From an optimization exercise on the open Yosys and OpenROAD flow, aimed at small area; shortcuts taken in it are not production practice.
RTL that was checked went through simulation tests only; none was proved equivalent to the original.
Power is estimated from default activity; no workload was simulated.

==> onyx: inputs <==
## dma_rd_top
module dma_rd_top (
  input  logic        clk,
  input  logic        rst_n,
  input  logic        init_i,
  input  logic        start_i,
  input  logic [10:0] cfg_len_dw_i,      
  input  logic [15:0] cfg_pkt_total_i,   
  input  logic        cfg_rcb_128_i,     
  input  logic        cfg_metering_i,    
  input  logic        cpl_valid_i,       
  input  logic [10:0] cpl_len_dw_i,      
  input  logic        cpl_poisoned_i,    
  output logic        req_o,
  output logic [15:0] req_cnt_o,
  output logic [31:0] cpl_dw_o,
  output logic [15:0] hwm_cnt_o,
  output logic        done_o,
  output logic        err_o
);
==> flow/config.mk <==
export PLATFORM = sky130hd
export DESIGN_NAME = dma_rd_top
export DESIGN_NICKNAME = dma_rd_top
export VERILOG_FILES = /design/flow/design.v
export SDC_FILE = /design/flow/constraint.sdc
export NUM_CORES = 4
export LEC_CHECK = 0
export CAP_MARGIN = 20
export CORE_MARGIN = 2
export CORE_UTILIZATION = 40
export SLEW_MARGIN = 20
export SYNTH_HIERARCHICAL = 1
==> flow/constraint.sdc <==
create_clock -name core_clock -period 7.2 [get_ports {clk}]
set_input_delay 1.4400 -clock core_clock [delete_from_list [all_inputs] [get_ports {clk}]]
set_output_delay 1.4400 -clock core_clock [all_outputs]
set_load 0.01 [all_outputs]
standard.sh (not shown) runs the stock make flow with config.mk's settings and CLKGATE_MAP_FILE= SYNTH_SCRIPT=/design/flow/synth_recipe.tcl, a recipe that flattens the netlist after the stock synthesis.
==> flow/flow/run.sh <==
#!/bin/bash
# Standard layout, with the smallest buffer on each input and output port.
set -euo pipefail
export BUFFER_PORTS_ARGS="-buffer_cell sky130_fd_sc_hd__buf_1"
bash standard.sh > standard_flow.log 2>&1
==> umber: changes against onyx <==
--- a/flow/design.v
+++ b/flow/design.v
@@ -51,17 +51,16 @@
   input  logic [CNT_W-1:0] req_cnt_i,     
   input  logic [DW_W-1:0]  cpl_dw_i,      
   input  logic             bad_i,         
   output logic             mrd_work_o,    
   output logic [CNT_W-1:0] hwm_cnt_o
 );
   logic [CNT_W-1:0] hwm_cnt;
   logic [CNT_W-1:0] hwm_cnt_nxt;
-  logic             hwm_fin;              
   logic [HW_W-1:0]  hwm_lo;               
   logic [HW_W-1:0]  hwm_lo_nxt;
   logic             found_q;
   logic [3:0]       burst_cnt;
   always_comb begin
     if (len_dw_i == LEN_W'(1))
       burst_cnt = 4'(CPL_LIMIT);
     else if (!rcb_128_i) begin
@@ -88,24 +87,25 @@
   end
   logic [HW_W:0] dge;
   always_comb begin
     dge[0] = 1'b1;
     for (int i = 0; i < HW_W; i++)
       dge[i+1] = (cpl_dw_i[i] & ~hwm_lo[i]) | (cpl_dw_i[i] & dge[i]) | (~hwm_lo[i] & dge[i]);
   end
   logic dw_reached;
-  assign dw_reached = hwm_fin ? ((|cpl_dw_i[DW_W-1:HW_W]) | dge[HW_W]) : (&cpl_dw_i);
+  logic zero;
+  assign zero = ~|hwm_cnt;
+  assign dw_reached = zero ? (&cpl_dw_i) : ((|cpl_dw_i[DW_W-1:HW_W]) | dge[HW_W]);
   always_ff @(posedge clk) begin
     found_q <= (req_cnt_i == hinc) & dw_reached;
   end
-  logic mrd_work, cpl_found, zero, load, clr, step;
+  logic mrd_work, cpl_found, load, clr, step;
   assign mrd_work  = start_i & (~metering_i | ge[CNT_W]);
   assign cpl_found = found_q & ~mrd_work;
-  assign zero      = ~|hwm_cnt;
   assign load      = start_i & zero;
   assign clr       = start_i & ~zero & bad_i;
   assign step      = start_i & ~zero & ~bad_i & cpl_found;
   always_comb begin
     if (init_i | clr)  hwm_cnt_nxt = '0;
     else if (load)     hwm_cnt_nxt = CNT_W'(burst_cnt);
     else if (step)     hwm_cnt_nxt = hinc;
     else               hwm_cnt_nxt = hwm_cnt;
@@ -127,30 +127,26 @@
   end
   assign c[0]   = 1'b0;
   assign c0[LO] = 1'b0;
   assign c1[LO] = 1'b1;
   always_comb begin
     for (int i = LO; i < LEN_W; i++)
       sum[i] = c[LO] ? s1[i] : s0[i];
     c11 = c[LO] ? c1[LEN_W] : c0[LEN_W];
-    lpre[LEN_W] = 1'b1;
-    for (int i = LEN_W; i < HW_W; i++) begin
-      sum[i]    = hwm_lo[i] ^ (c11 & lpre[i]);
-      lpre[i+1] = lpre[i] & hwm_lo[i];
-    end
+    for (int i = LEN_W; i < HW_W; i++)
+      sum[i] = hwm_lo[i] ^ (c11 & lpre[i]);
   end
+  pfx_and #(.N(HW_W - LEN_W)) u_lpre (.x(hwm_lo[HW_W-1:LEN_W]), .p(lpre[HW_W:LEN_W]));
   assign hwm_lo_nxt = load ? HW_W'(len_dw_i) : sum;
   always_ff @(posedge clk or negedge rst_n) begin
     if (!rst_n) begin
       hwm_cnt <= '0;
-      hwm_fin <= 1'b0;
     end else begin
       hwm_cnt <= hwm_cnt_nxt;
-      hwm_fin <= ~init_i & ~clr & (load | hwm_fin);
     end
   end
   always_ff @(posedge clk) begin
     hwm_lo <= hwm_lo_nxt;
   end
   assign mrd_work_o = mrd_work;
   assign hwm_cnt_o  = hwm_cnt;
 endmodule
@@ -204,22 +200,20 @@
   end
   assign c[0]  = 1'b0;
   assign c0[LO] = 1'b0;
   assign c1[LO] = 1'b1;
   always_comb begin
     for (int i = LO; i < LEN_W; i++)
       sum[i] = c[LO] ? s1[i] : s0[i];
     c11 = c[LO] ? c1[LEN_W] : c0[LEN_W];
-    pre[LEN_W] = 1'b1;
-    for (int i = LEN_W; i < DW_W; i++) begin
-      sum[i]   = cpl_dw[i] ^ (c11 & pre[i]);
-      pre[i+1] = pre[i] & cpl_dw[i];
-    end
+    for (int i = LEN_W; i < DW_W; i++)
+      sum[i] = cpl_dw[i] ^ (c11 & pre[i]);
   end
+  pfx_and #(.N(DW_W - LEN_W)) u_pre (.x(cpl_dw[DW_W-1:LEN_W]), .p(pre[DW_W:LEN_W]));
   pl_eq u_pl_eq (
     .p  (pkt_total_i),
     .l  (len_dw_i),
     .s  (sum),
     .eq (hit)
   );
   always_ff @(posedge clk) begin
     bad_q <= bad_len | poison;
@@ -235,16 +229,28 @@
       done_q <= ~init_i & (done_q | (cpl_valid_i & hit));
     end
   end
   assign cpl_dw_o = cpl_dw;
   assign bad_o    = bad_q;
   assign err_o    = err_q;
   assign done_o   = done_q;
 endmodule
+module pfx_and #(
+  parameter int unsigned N = 8
+) (
+  input  logic [N-1:0] x,
+  output logic [N:0]   p
+);
+  always_comb begin
+    p[0] = 1'b1;
+    for (int i = 0; i < N; i++)
+      p[i+1] = p[i] & x[i];
+  end
+endmodule
 module pl_eq (input [15:0] p, input [10:0] l, input [31:0] s, output eq);
   wire pp1 = ~(p[0] & l[0]);
   wire pp2 = ~(p[0] & l[1]);
   wire pp3 = ~(p[0] & l[2]);
   wire pp4 = ~(p[0] & l[3]);
   wire pp5 = ~(p[0] & l[4]);
   wire pp6 = ~(p[0] & l[5]);
   wire pp7 = ~(p[0] & l[6]);
==> flow/flow/run.sh (replaced) <==
#!/bin/bash
# Standard layout, with two changes:
#  - synthesis maps with an area-oriented ABC script (three rounds of
#    choice computation and area-recovering mapping) instead of the
#    delay-oriented default; everything else in synthesis is the standard flow's own
#    script, so the registers and their names are the standard ones;
#  - the smallest buffer on each input and output port.
set -euo pipefail
here=$(pwd)
rm -rf "$here/scripts_abc"
cp -r "$FLOW_HOME/scripts" "$here/scripts_abc"
cp "$here/flow/abc_area3.script" "$here/scripts_abc/abc_speed.script"
export SCRIPTS_DIR="$here/scripts_abc"
export BUFFER_PORTS_ARGS="-buffer_cell sky130_fd_sc_hd__buf_1"
bash standard.sh > standard_flow.log 2>&1
==> flow/flow/abc_area3.script (new file) <==
&get -n
&st
&dch
&nf -R 1000 -p
&st
&dch
&nf -R 1000 -p
&st
&dch
&nf -R 1000 -p
&put
topo
stime -c
==> ember: changes against onyx <==
--- a/flow/design.v
+++ b/flow/design.v
@@ -2,17 +2,18 @@
   parameter int unsigned CNT_W = 16
 ) (
   input  logic             clk,
   input  logic             rst_n,
   input  logic             init_i,       
   input  logic [CNT_W-1:0] pkt_total_i,  
   input  logic             mrd_work_i,   
   output logic             req_o,
-  output logic [CNT_W-1:0] req_cnt_o
+  output logic [CNT_W-1:0] req_cnt_o,
+  output logic [CNT_W-1:0] req_cnt_n_o   
 );
   logic [CNT_W-1:0] req_cnt;
   logic [CNT_W-1:0] req_cnt_nxt;
   logic [CNT_W:0]   lt;                  
   logic [CNT_W:0]   pre;                 
   logic             more_left;
   always_comb begin
     lt[0]  = 1'b0;
@@ -27,43 +28,43 @@
   always_comb begin
     for (int i = 0; i < CNT_W; i++)
       req_cnt_nxt[i] = ~init_i & (req_cnt[i] ^ (req_o & pre[i]));
   end
   always_ff @(posedge clk or negedge rst_n) begin
     if (!rst_n) req_cnt <= '0;
     else        req_cnt <= req_cnt_nxt;
   end
-  assign req_cnt_o = req_cnt;
+  assign req_cnt_o   = req_cnt;
+  assign req_cnt_n_o = ~req_cnt;
 endmodule
 module mrd_throttle #(
   parameter int unsigned CPL_LIMIT = 8,
   parameter int unsigned LEN_W     = 11,
   parameter int unsigned CNT_W     = 16,
   parameter int unsigned DW_W      = 32,
   parameter int unsigned HW_W      = 27
 ) (
   input  logic             clk,
   input  logic             rst_n,
   input  logic             init_i,
   input  logic             start_i,       
   input  logic [LEN_W-1:0] len_dw_i,      
   input  logic             rcb_128_i,     
   input  logic             metering_i,    
-  input  logic [CNT_W-1:0] req_cnt_i,     
+  input  logic [CNT_W-1:0] req_cnt_n_i,   
   input  logic [DW_W-1:0]  cpl_dw_i,      
   input  logic             bad_i,         
   output logic             mrd_work_o,    
   output logic [CNT_W-1:0] hwm_cnt_o
 );
   logic [CNT_W-1:0] hwm_cnt;
   logic [CNT_W-1:0] hwm_cnt_nxt;
-  logic             hwm_fin;              
-  logic [HW_W-1:0]  hwm_lo;               
-  logic [HW_W-1:0]  hwm_lo_nxt;
+  logic [HW_W-1:0]  hwm_n;                
+  logic [HW_W-1:0]  hwm_n_nxt;
   logic             found_q;
   logic [3:0]       burst_cnt;
   always_comb begin
     if (len_dw_i == LEN_W'(1))
       burst_cnt = 4'(CPL_LIMIT);
     else if (!rcb_128_i) begin
       if (len_dw_i <= LEN_W'(16))      burst_cnt = 4'(CPL_LIMIT / 2);
       else if (len_dw_i <= LEN_W'(64)) burst_cnt = 4'(CPL_LIMIT / 4);
@@ -76,85 +77,85 @@
   end
   logic [CNT_W:0]   ge;                   
   logic [CNT_W:0]   hpre;                 
   logic [CNT_W-1:0] hinc;                 
   always_comb begin
     ge[0]   = 1'b1;
     hpre[0] = 1'b1;
     for (int i = 0; i < CNT_W; i++) begin
-      ge[i+1]   = (hwm_cnt[i] & ~req_cnt_i[i]) | (hwm_cnt[i] & ge[i]) | (~req_cnt_i[i] & ge[i]);
+      ge[i+1]   = (hwm_cnt[i] & req_cnt_n_i[i]) | (hwm_cnt[i] & ge[i]) | (req_cnt_n_i[i] & ge[i]);
       hpre[i+1] = hpre[i] & hwm_cnt[i];
       hinc[i]   = hwm_cnt[i] ^ hpre[i];
     end
   end
   logic [HW_W:0] dge;
   always_comb begin
     dge[0] = 1'b1;
     for (int i = 0; i < HW_W; i++)
-      dge[i+1] = (cpl_dw_i[i] & ~hwm_lo[i]) | (cpl_dw_i[i] & dge[i]) | (~hwm_lo[i] & dge[i]);
+      dge[i+1] = (cpl_dw_i[i] & hwm_n[i]) | (cpl_dw_i[i] & dge[i]) | (hwm_n[i] & dge[i]);
   end
   logic dw_reached;
-  assign dw_reached = hwm_fin ? ((|cpl_dw_i[DW_W-1:HW_W]) | dge[HW_W]) : (&cpl_dw_i);
+  logic zero;
+  assign zero = ~|hwm_cnt;
+  assign dw_reached = zero ? (&cpl_dw_i) : ((|cpl_dw_i[DW_W-1:HW_W]) | dge[HW_W]);
   always_ff @(posedge clk) begin
-    found_q <= (req_cnt_i == hinc) & dw_reached;
+    found_q <= (&(req_cnt_n_i ^ hinc)) & dw_reached;
   end
-  logic mrd_work, cpl_found, zero, load, clr, step;
+  logic mrd_work, cpl_found, load, clr, step;
   assign mrd_work  = start_i & (~metering_i | ge[CNT_W]);
   assign cpl_found = found_q & ~mrd_work;
-  assign zero      = ~|hwm_cnt;
   assign load      = start_i & zero;
   assign clr       = start_i & ~zero & bad_i;
   assign step      = start_i & ~zero & ~bad_i & cpl_found;
   always_comb begin
     if (init_i | clr)  hwm_cnt_nxt = '0;
     else if (load)     hwm_cnt_nxt = CNT_W'(burst_cnt);
     else if (step)     hwm_cnt_nxt = hinc;
     else               hwm_cnt_nxt = hwm_cnt;
   end
   localparam int unsigned LO = 6;
-  logic [LEN_W-1:0] addend;
-  logic [LEN_W:0]   c, c0, c1;
-  logic [LEN_W-1:0] s0, s1;
+  logic [LEN_W-1:0] addend_n;
+  logic [LEN_W:0]   nc, nc0, nc1;
+  logic [LEN_W-1:0] ns0, ns1;
   logic             c11;
-  logic [HW_W-1:0]  sum;
+  logic [HW_W-1:0]  nsum;
   logic [HW_W:0]    lpre;
-  assign addend = len_dw_i & {LEN_W{step}};
-  for (genvar i = 0; i < LO; i++) begin : g_lo
-    csa_fa u_fa (.a(hwm_lo[i]), .b(addend[i]), .c(c[i]), .s(sum[i]), .co(c[i+1]));
-  end
-  for (genvar i = LO; i < LEN_W; i++) begin : g_hi
-    csa_fa u_fa0 (.a(hwm_lo[i]), .b(addend[i]), .c(c0[i]), .s(s0[i]), .co(c0[i+1]));
-    csa_fa u_fa1 (.a(hwm_lo[i]), .b(addend[i]), .c(c1[i]), .s(s1[i]), .co(c1[i+1]));
-  end
-  assign c[0]   = 1'b0;
-  assign c0[LO] = 1'b0;
-  assign c1[LO] = 1'b1;
+  assign addend_n = ~(len_dw_i & {LEN_W{step}});
+  assign nsum[0]  = ~(hwm_n[0] ^ addend_n[0]);
+  assign nc[1]    = hwm_n[0] | addend_n[0];
+  for (genvar i = 1; i < LO; i++) begin : g_lo
+    csa_fa u_fa (.a(hwm_n[i]), .b(addend_n[i]), .c(nc[i]), .s(nsum[i]), .co(nc[i+1]));
+  end
+  assign ns0[LO]    = ~(hwm_n[LO] ^ addend_n[LO]);
+  assign nc0[LO+1]  = hwm_n[LO] | addend_n[LO];
+  assign ns1[LO]    = hwm_n[LO] ^ addend_n[LO];
+  assign nc1[LO+1]  = hwm_n[LO] & addend_n[LO];
+  for (genvar i = LO + 1; i < LEN_W; i++) begin : g_hi
+    csa_fa u_fa0 (.a(hwm_n[i]), .b(addend_n[i]), .c(nc0[i]), .s(ns0[i]), .co(nc0[i+1]));
+    csa_fa u_fa1 (.a(hwm_n[i]), .b(addend_n[i]), .c(nc1[i]), .s(ns1[i]), .co(nc1[i+1]));
+  end
   always_comb begin
     for (int i = LO; i < LEN_W; i++)
-      sum[i] = c[LO] ? s1[i] : s0[i];
-    c11 = c[LO] ? c1[LEN_W] : c0[LEN_W];
-    lpre[LEN_W] = 1'b1;
-    for (int i = LEN_W; i < HW_W; i++) begin
-      sum[i]    = hwm_lo[i] ^ (c11 & lpre[i]);
-      lpre[i+1] = lpre[i] & hwm_lo[i];
-    end
+      nsum[i] = nc[LO] ? ns0[i] : ns1[i];
+    c11 = nc[LO] ? ~nc0[LEN_W] : ~nc1[LEN_W];
+    for (int i = LEN_W; i < HW_W; i++)
+      nsum[i] = hwm_n[i] ^ (c11 & lpre[i]);
   end
-  assign hwm_lo_nxt = load ? HW_W'(len_dw_i) : sum;
+  pfx_nor #(.N(HW_W - LEN_W)) u_lpre (.x(hwm_n[HW_W-1:LEN_W]), .p(lpre[HW_W:LEN_W]));
+  assign hwm_n_nxt = load ? {{(HW_W - LEN_W){1'b1}}, ~len_dw_i} : nsum;
   always_ff @(posedge clk or negedge rst_n) begin
     if (!rst_n) begin
       hwm_cnt <= '0;
-      hwm_fin <= 1'b0;
     end else begin
       hwm_cnt <= hwm_cnt_nxt;
-      hwm_fin <= ~init_i & ~clr & (load | hwm_fin);
     end
   end
   always_ff @(posedge clk) begin
-    hwm_lo <= hwm_lo_nxt;
+    hwm_n <= hwm_n_nxt;
   end
   assign mrd_work_o = mrd_work;
   assign hwm_cnt_o  = hwm_cnt;
 endmodule
 module cpl_tracker #(
   parameter int unsigned LEN_W = 11,
   parameter int unsigned CNT_W = 16,
   parameter int unsigned DW_W  = 32
@@ -190,36 +191,37 @@
   assign poison  = cpl_valid_i & cpl_poisoned_i;
   localparam int unsigned LO = 6;
   logic [LEN_W-1:0] addend;
   logic [LEN_W:0]   c, c0, c1;
   logic [LEN_W-1:0] s0, s1;
   logic             c11;
   logic [DW_W:0]    pre;
   assign addend = cpl_len_dw_i & {LEN_W{cpl_valid_i}};
-  for (genvar i = 0; i < LO; i++) begin : g_lo
+  assign sum[0] = cpl_dw[0] ^ addend[0];
+  assign c[1]   = cpl_dw[0] & addend[0];
+  for (genvar i = 1; i < LO; i++) begin : g_lo
     csa_fa u_fa (.a(cpl_dw[i]), .b(addend[i]), .c(c[i]), .s(sum[i]), .co(c[i+1]));
   end
-  for (genvar i = LO; i < LEN_W; i++) begin : g_hi
+  assign s0[LO]    = cpl_dw[LO] ^ addend[LO];
+  assign c0[LO+1]  = cpl_dw[LO] & addend[LO];
+  assign s1[LO]    = ~(cpl_dw[LO] ^ addend[LO]);
+  assign c1[LO+1]  = cpl_dw[LO] | addend[LO];
+  for (genvar i = LO + 1; i < LEN_W; i++) begin : g_hi
     csa_fa u_fa0 (.a(cpl_dw[i]), .b(addend[i]), .c(c0[i]), .s(s0[i]), .co(c0[i+1]));
     csa_fa u_fa1 (.a(cpl_dw[i]), .b(addend[i]), .c(c1[i]), .s(s1[i]), .co(c1[i+1]));
   end
-  assign c[0]  = 1'b0;
-  assign c0[LO] = 1'b0;
-  assign c1[LO] = 1'b1;
   always_comb begin
     for (int i = LO; i < LEN_W; i++)
       sum[i] = c[LO] ? s1[i] : s0[i];
     c11 = c[LO] ? c1[LEN_W] : c0[LEN_W];
-    pre[LEN_W] = 1'b1;
-    for (int i = LEN_W; i < DW_W; i++) begin
-      sum[i]   = cpl_dw[i] ^ (c11 & pre[i]);
-      pre[i+1] = pre[i] & cpl_dw[i];
-    end
+    for (int i = LEN_W; i < DW_W; i++)
+      sum[i] = cpl_dw[i] ^ (c11 & pre[i]);
   end
+  pfx_and #(.N(DW_W - LEN_W)) u_pre (.x(cpl_dw[DW_W-1:LEN_W]), .p(pre[DW_W:LEN_W]));
   pl_eq u_pl_eq (
     .p  (pkt_total_i),
     .l  (len_dw_i),
     .s  (sum),
     .eq (hit)
   );
   always_ff @(posedge clk) begin
     bad_q <= bad_len | poison;
@@ -235,16 +237,40 @@
       done_q <= ~init_i & (done_q | (cpl_valid_i & hit));
     end
   end
   assign cpl_dw_o = cpl_dw;
   assign bad_o    = bad_q;
   assign err_o    = err_q;
   assign done_o   = done_q;
 endmodule
+module pfx_and #(
+  parameter int unsigned N = 8
+) (
+  input  logic [N-1:0] x,
+  output logic [N:0]   p
+);
+  always_comb begin
+    p[0] = 1'b1;
+    for (int i = 0; i < N; i++)
+      p[i+1] = p[i] & x[i];
+  end
+endmodule
+module pfx_nor #(
+  parameter int unsigned N = 8
+) (
+  input  logic [N-1:0] x,
+  output logic [N:0]   p
+);
+  always_comb begin
+    p[0] = 1'b1;
+    for (int i = 0; i < N; i++)
+      p[i+1] = p[i] & ~x[i];
+  end
+endmodule
 module pl_eq (input [15:0] p, input [10:0] l, input [31:0] s, output eq);
   wire pp1 = ~(p[0] & l[0]);
   wire pp2 = ~(p[0] & l[1]);
   wire pp3 = ~(p[0] & l[2]);
   wire pp4 = ~(p[0] & l[3]);
   wire pp5 = ~(p[0] & l[4]);
   wire pp6 = ~(p[0] & l[5]);
   wire pp7 = ~(p[0] & l[6]);
@@ -805,38 +831,40 @@
   output logic [15:0] req_cnt_o,
   output logic [31:0] cpl_dw_o,
   output logic [15:0] hwm_cnt_o,
   output logic        done_o,
   output logic        err_o
 );
   logic        mrd_work;
   logic [15:0] req_cnt;
+  logic [15:0] req_cnt_n;
   logic [31:0] cpl_dw;
   logic        bad;
   mrd_req_gen #(
     .CNT_W (16)
   ) u_req_gen (
     .clk         (clk),
     .rst_n       (rst_n),
     .init_i      (init_i),
     .pkt_total_i (cfg_pkt_total_i),
     .mrd_work_i  (mrd_work),
     .req_o       (req_o),
-    .req_cnt_o   (req_cnt)
+    .req_cnt_o   (req_cnt),
+    .req_cnt_n_o (req_cnt_n)
   );
   mrd_throttle u_throttle (
     .clk         (clk),
     .rst_n       (rst_n),
     .init_i      (init_i),
     .start_i     (start_i),
     .len_dw_i    (cfg_len_dw_i),
     .rcb_128_i   (cfg_rcb_128_i),
     .metering_i  (cfg_metering_i),
-    .req_cnt_i   (req_cnt),
+    .req_cnt_n_i (req_cnt_n),
     .cpl_dw_i    (cpl_dw),
     .bad_i       (bad),
     .mrd_work_o  (mrd_work),
     .hwm_cnt_o   (hwm_cnt_o)
   );
   cpl_tracker u_cpl_tracker (
     .clk            (clk),
     .rst_n          (rst_n),
==> flow/flow/run.sh (replaced) <==
#!/bin/bash
# Standard layout, with two changes:
#  - synthesis maps with an area-oriented ABC script (three rounds of
#    choice computation and area-recovering mapping) instead of the
#    delay-oriented default; everything else in synthesis is the standard flow's own
#    script, so the registers and their names are the standard ones;
#  - the smallest buffer on each input and output port.
set -euo pipefail
here=$(pwd)
rm -rf "$here/scripts_abc"
cp -r "$FLOW_HOME/scripts" "$here/scripts_abc"
cp "$here/flow/abc_area3.script" "$here/scripts_abc/abc_speed.script"
export SCRIPTS_DIR="$here/scripts_abc"
export BUFFER_PORTS_ARGS="-buffer_cell sky130_fd_sc_hd__buf_1"
bash standard.sh > standard_flow.log 2>&1
==> flow/flow/abc_area3.script (new file) <==
&get -n
&st
&dch
&nf -R 1000 -p
&st
&dch
&nf -R 1000 -p
&st
&dch
&nf -R 1000 -p
&put
topo
stime -c
==> flow/config.mk (replaced) <==
export PLATFORM = sky130hd
export DESIGN_NAME = dma_rd_top
export DESIGN_NICKNAME = dma_rd_top
export VERILOG_FILES = /design/flow/design.v
export SDC_FILE = /design/flow/constraint.sdc
export NUM_CORES = 4
export LEC_CHECK = 0
export CAP_MARGIN = 20
export CORE_MARGIN = 2
export CORE_UTILIZATION = 40
export CTS_BUF_LIST = sky130_fd_sc_hd__clkbuf_4 sky130_fd_sc_hd__clkbuf_8
export GPL_TIMING_DRIVEN = 0
export SLEW_MARGIN = 20
export SYNTH_HIERARCHICAL = 1
==> summary of the runs <==
Via count, lowest first: ember, umber, onyx.
Against umber, the power of ember is smaller by 13%.
The lowest wire length belongs to ember, the highest to onyx.
The highest sequential power belongs to umber, the lowest to ember.
For umber, only the layout was checked, not whether the RTL still works.

[separate check: timing with driven ports]
In the flow no input, the clock included, has a driving cell. The finished layouts below were timed again as built, in two steps. Step 1, drivers: a clkbuf_16 drives clk and a buf_2 each remaining input, both assumed. Step 2 moves the port delays by t, midway between the first and last clock arrival at a register: inputs arrive t later, outputs are due t later. That takes back most of the time a late clock gives input paths. a / b / c = no drivers / after step 1 / after step 2; a / b = the first two.
run	t (ns)	slack for setup (ns)	clock arrival spread, ns
onyx	0.406	0.602 / 0.602 / 0.266	0.020 / 0.020
umber	0.392	0.532 / 0.548 / 0.157	0.007 / 0.007
ember	0.418	0.267 / 0.285 / -0.133	0.013 / 0.013
With both steps, setup timing fails in ember, where it was met with ideal ports. The setup slack of ember, which loses most, moves by +0.018 ns with the drivers and by -0.400 ns with both steps.
